Context: an optimization exercise on an open-source flow, tuned for small area, a short achievable clock period and few clock cycles per item. The choices shown serve that exercise and are no tape-out recipe. Where RTL was checked, it was by simulation tests only, not by an equivalence proof against the original.

v6:
==> flow/design.v (excerpt) <==
module tilt_vector_to_angle_sector (
  input  wire         clk,
  input  wire         rst,
  input  wire         accel_valid,
  output wire         accel_stall,
  input  wire  [15:0] accel_x,
  input  wire  [15:0] accel_y,
  output wire         sector_valid,
  input  wire         sector_stall,
  output wire  [4:0]  sector
);
Size: about 640 flip-flops, about 43 I/O pins, ~35,000 um2 of cells after synthesis.
==> flow/config.mk <==
export PLATFORM = sky130hd
export DESIGN_NAME = tilt_vector_to_angle_sector
export DESIGN_NICKNAME = tilt_vector_to_angle_sector
export VERILOG_FILES = /design/flow/design.v
export SDC_FILE = /design/flow/constraint.sdc
export NUM_CORES = 4
export LEC_CHECK = 0
export ABC_AREA = 1
export CAP_MARGIN = 20
export CORE_MARGIN = 2
export CORE_UTILIZATION = 40
export SETUP_SLACK_MARGIN = 2.5
export SLEW_MARGIN = 20
==> flow/constraint.sdc <==
create_clock -name core_clock -period 5.0 [get_ports {clk}]
set_input_delay 1.0000 -clock core_clock [delete_from_list [all_inputs] [get_ports {clk}]]
set_output_delay 1.0000 -clock core_clock [all_outputs]
set_load 0.01 [all_outputs]
run.sh (not shown) runs the stock make flow with config.mk's settings and CLKGATE_MAP_FILE= SYNTH_SCRIPT=/design/flow/synth_recipe.tcl, a recipe that flattens the netlist after the stock synthesis.
v6 completed end to end with timing, DRC and antenna clean.
Testbench counts of v6, summed over its fixed seeds: cycles 16,120, items 16,000.
What v7 does differently from v6 at the input level:
diff --git a/flow/design.v b/flow/design.v
--- a/flow/design.v
+++ b/flow/design.v
@@ -83,28 +83,24 @@
   reg        v0, sx, sy;
   reg [15:0] ax, ay;
   always @(posedge clk) begin
     if (rst) v0 <= 1'b0;
     else     v0 <= accept;
     sx <= accel_x[15];
     sy <= accel_y[15];
     ax <= abs16(accel_x);
     ay <= abs16(accel_y);
   end
   wire        d0  = sx ^ sy;
-  wire [16:0] s1x;
-  wire [15:0] dyx, dxy;
-  tvas_ks_add #(.W(17)) u_s1x (.a({1'b0, ax}), .b({1'b0, ay}), .ci(1'b0), .s(s1x));
-  tvas_ks_add #(.W(16)) u_dyx (.a(ay), .b(~ax), .ci(1'b1), .s(dyx));
-  tvas_ks_add #(.W(16)) u_dxy (.a(ax), .b(~ay), .ci(1'b1), .s(dxy));
-  wire [15:0] s1y = d0 ? dyx : dxy;
+  wire [16:0] s1x = {1'b0, ax} + {1'b0, ay};
+  wire [15:0] s1y = d0 ? ay - ax : ax - ay;
   wire        yz  = (ay == 16'd0);
   wire        xz  = (ax == 16'd0);
   reg [16:0] n1x;
   reg [15:0] n1y;
   reg        n1d, n1b;
   always @* begin
     n1x = s1x; n1y = s1y; n1d = d0; n1b = sx;
     if (yz) begin
       n1x = 17'd32768; n1y = 16'd0 - 16'd32766; n1d = 1'b1; n1b = sx;
     end else if (xz) begin
       n1x = 17'd22000; n1y = 16'd0 - 16'd18000; n1d = 1'b0; n1b = sy;
@@ -118,23 +114,23 @@
     else     v1 <= v0;
     x1   <= n1x;
     y1   <= n1y;
     d0_1 <= n1d;
     b1   <= n1b;
   end
   wire [XW*13-1:0] vx_bus;
   wire [18*13-1:0] vy_bus;
   wire [16*14-1:0] d_bus;
   wire [13:1]      b_bus;
   wire [13:1]      v_bus;
-  wire [2:0]       d1214;             
+  wire [1:0]       d1314;             
   assign vx_bus[XW*1 +: XW] = {x1, 2'b00};
   assign vy_bus[18*1 +: 18] = {y1, 2'b00};
   assign d_bus[16*1 +: 16]  = {15'd0, d0_1};
   assign b_bus[1]           = b1;
   assign v_bus[1]           = v1;
   genvar k;
   generate
     for (k = 1; k <= 12; k = k + 1) begin : g_rot
       localparam integer W  = wy(k);
       localparam integer WN = wy(k + 1);
       localparam integer MW = W - 1 - k;   
@@ -266,59 +262,65 @@
               6'd56: tlo = 15'd25951;
               6'd57: tlo = 15'd1375;
               6'd58: tlo = 15'd30787;
               6'd59: tlo = 15'd6211;
               6'd60: tlo = 15'd28506;
               6'd61: tlo = 15'd3930;
               6'd62: tlo = 15'd574;
               6'd63: tlo = 15'd8766;
               default: tlo = 15'd0;
             endcase
           end
+          wire [10:0] o1 = {1'b0, tlo[9:0]};
+          wire [10:0] o2 = {2'b00, lin};
+          wire [10:0] o3 = {9'd0, dk, dk};
+          wire [10:0] cs = o1 ^ o2 ^ o3;
+          wire [10:0] cc = {(o1[9:0] & o2[9:0]) | (o1[9:0] & o3[9:0]) | (o2[9:0] & o3[9:0]), 1'b0};
           wire [10:0] sq_n;
-          tvas_ks_add #(.W(11)) u_sq (.a({1'b0, tlo[9:0]}), .b({2'b00, lin}), .ci(1'b0), .s(sq_n));
+          tvas_ks_add #(.W(11)) u_sq (.a(cs), .b(cc), .ci(1'b0), .s(sq_n));
           reg [4:0]  hq;
           reg [10:0] sq;
           always @(posedge clk) begin
             hq <= tlo[14:10];
             sq <= sq_n;
           end
           assign d_bus[16*(k+1) +: 16] = {hq, sq};
           wire       d13 = ~ny[WN-1];
           wire       e    = ~dk & (&vx[4:0]);
           wire [5:0] x13s = vx[10:5];
           wire [6:0] ua = {1'b1, ~x13s};       
           wire [6:0] ub = {1'b0, x13s};
           wire [6:0] sa = vy[6:0] ^ xs[6:0] ^ ua;
           wire [6:0] sb = vy[6:0] ^ xs[6:0] ^ ub;
           wire [6:0] ca = {(vy[5:0] & xs[5:0]) | (vy[5:0] & ua[5:0]) | (xs[5:0] & ua[5:0]), dk};
           wire [6:0] cb = {(vy[5:0] & xs[5:0]) | (vy[5:0] & ub[5:0]) | (xs[5:0] & ub[5:0]), dk};
           wire [6:0] y14a, y14b;
           tvas_ks_add #(.W(7)) u_y14a (.a(sa), .b(ca), .ci(~e), .s(y14a));
           tvas_ks_add #(.W(7)) u_y14b (.a(sb), .b(cb), .ci(e), .s(y14b));
-          reg d12q, d13q, d14q;
+          reg d13q, d14q;
           always @(posedge clk) begin
-            d12q <= dk;
             d13q <= d13;
             d14q <= d13 ? ~y14a[6] : ~y14b[6];
           end
-          assign d1214 = {d14q, d13q, d12q};
+          assign d1314 = {d14q, d13q};
         end
       end
     end
   endgenerate
   wire [10:0] s13  = d_bus[16*13 +: 11];
   wire [4:0]  h13  = d_bus[16*13 + 11 +: 5];
-  wire [2:0]  sml  = {1'b0, d1214[0], d1214[0]} + {2'b00, d1214[1]} + {2'b00, d1214[2]};
-  wire [3:0]  lo3  = {1'b0, s13[2:0]} + {1'b0, sml};
-  wire        cy   = s13[10] | ((&s13[9:3]) & lo3[3]);
+  wire        d13f = d1314[0];
+  wire        d14f = d1314[1];
+  wire        all1 = &s13[9:1];
+  wire        cy   = s13[10] | (all1 & s13[0] & (d13f | d14f)) |
+                     (all1 & ~s13[0] & d13f & d14f);
   wire [4:0]  hb   = h13 ^ {b_bus[13], 4'b0000};
   wire [4:0]  hb1  = (h13 + 5'd1) ^ {b_bus[13], 4'b0000};
   wire [4:0]  pd   = cy ? hb1 : hb;
   wire        pv   = v_bus[13];
   localparam integer DEPTH = 14;         
   localparam integer CAP   = DEPTH + 2;  
   localparam integer CW    = 5;
   localparam integer PW    = 4;          
   reg  [CW-1:0] cnt_q;
   reg           out_v;
   reg  [4:0]    out_d;
==> notes.md <==
Sequential share of cell area of v6 is on par with v7.
Initial antenna violation count ended up 1 higher on v7 than on v6.
On number of instances resized during post-cts repair: between v6 and v7, it ends up higher for v6.
~same fraction of the core area covered by cells at the end of the flow in v6 and v7
On post-layout instance count excluding filler cells, v6 and v7 are neck and neck.
met1 wire length ends up higher on v7.
On v7: number of non-clock buffers in the layout is 2 lower than what v6 gave.
Sum of met2 wire segment lengths after detailed routing was lower in v6 than in v7.
Routed wire length: v7 vs v6 up 2.2 mm
Delta (v7 minus v6): die outline area closely matched the old numbers; share of the cycle needed by the critical path after routing shows an increase of 3.3 points; via count rose 277; met2 global-route usage picked up an extra 0.29 points.
Function not checked in v7: the RTL went through the layout flow alone.

tilt_vector_to_angle_sector, a different RTL version from the one above (not shown whole).
Size: ~4,400 cells after synthesis, about 640 flip-flops, roughly 43 I/O pins, about 0.036 mm2 of cells after synthesis.
==> flow/config.mk <==
export PLATFORM = sky130hd
export DESIGN_NAME = tilt_vector_to_angle_sector
export DESIGN_NICKNAME = tilt_vector_to_angle_sector
export VERILOG_FILES = /design/flow/design.v
export SDC_FILE = /design/flow/constraint.sdc
export NUM_CORES = 4
export LEC_CHECK = 0
export ABC_AREA = 1
export CAP_MARGIN = 20
export CORE_MARGIN = 2
export CORE_UTILIZATION = 40
export SETUP_SLACK_MARGIN = 2.5
export SLEW_MARGIN = 20
==> flow/constraint.sdc <==
create_clock -name core_clock -period 5.0 [get_ports {clk}]
set_input_delay 1.0000 -clock core_clock [delete_from_list [all_inputs] [get_ports {clk}]]
set_output_delay 1.0000 -clock core_clock [all_outputs]
set_load 0.01 [all_outputs]
Rerun with:
--- a/flow/design.v
+++ b/flow/design.v
@@ -154,21 +154,21 @@
       end
       assign b_bus[k+1] = bq;
       assign v_bus[k+1] = vq;
       if (k < 12) begin : g_xy
         reg [((k < 9) ? XW : 11)-1:0] xq;
         reg [WN-1:0] yq;
         always @(posedge clk) begin
           xq <= nxr;
           yq <= ny;
         end
-        assign vx_bus[XW*(k+1) +: XW] = {{(XW - $bits(xq)){1'b0}}, xq};
+        assign vx_bus[XW*(k+1) +: XW] = {{(XW - ((k < 9) ? XW : 11)){1'b0}}, xq};
         assign vy_bus[18*(k+1) +: 18] = {{(18-WN){yq[WN-1]}}, yq};
       end
       if (k < 10) begin : g_d
         reg [k:0] dq;
         always @(posedge clk) dq <= {dk, d_bus[16*k +: k]};
         assign d_bus[16*(k+1) +: 16] = {{(15-k){1'b0}}, dq};
       end else begin : g_l
         wire [5:0] dlo = d_bus[16*k +: 6];
         wire [8:0] lin;
         if (k == 10) begin : g_l0
What happened: The new run passed the timing, DRC and antenna checks. Fmax stays the same. Setup slack does not change. Worst hold slack does not change. Design area stays the same. Final cell count stays the same. Area after synthesis stays the same. Routed wire length is unchanged. Global-route usage stays the same.
Testbench counts after the change, summed over its fixed seeds: cycles 16,120, items 16,000.
The RTL of the first run of this note was laid out without a check of its function.

[afterwards: timing with drivers on the ports]
No port has a modelled driver above. Below, the same layouts with a new extraction and two added sets of constraints.
Step 1: set_driving_cell puts a clkbuf_16 on clk and a buf_2 on each other input, an assumption about the parent block.
Step 2 times the ports against the registers' clock, not the clock port: input delays grow and output delays shrink by t, the midpoint of the rising clock arrivals with the driver on.
Three values: ideal, step 1, step 2; two values: the first two.
run	t, ns	setup WS [ns]	worst setup path at the end	slew at the worst register clock pin (ns)	pins driven straight from the clock port
v6	0.676	2.620 / 2.619 / 2.256	input to register	0.06 / 0.06	1
v7	0.665	2.453 / 2.453 / 2.238	input to register	0.07 / 0.07	1
the first run of note 2	0.679	2.634 / 2.634 / 2.048	input to register	0.06 / 0.06	1
the second run of note 2	0.679	2.634 / 2.634 / 2.048	input to register	0.06 / 0.06	1
After both steps every run listed still meets setup and hold.
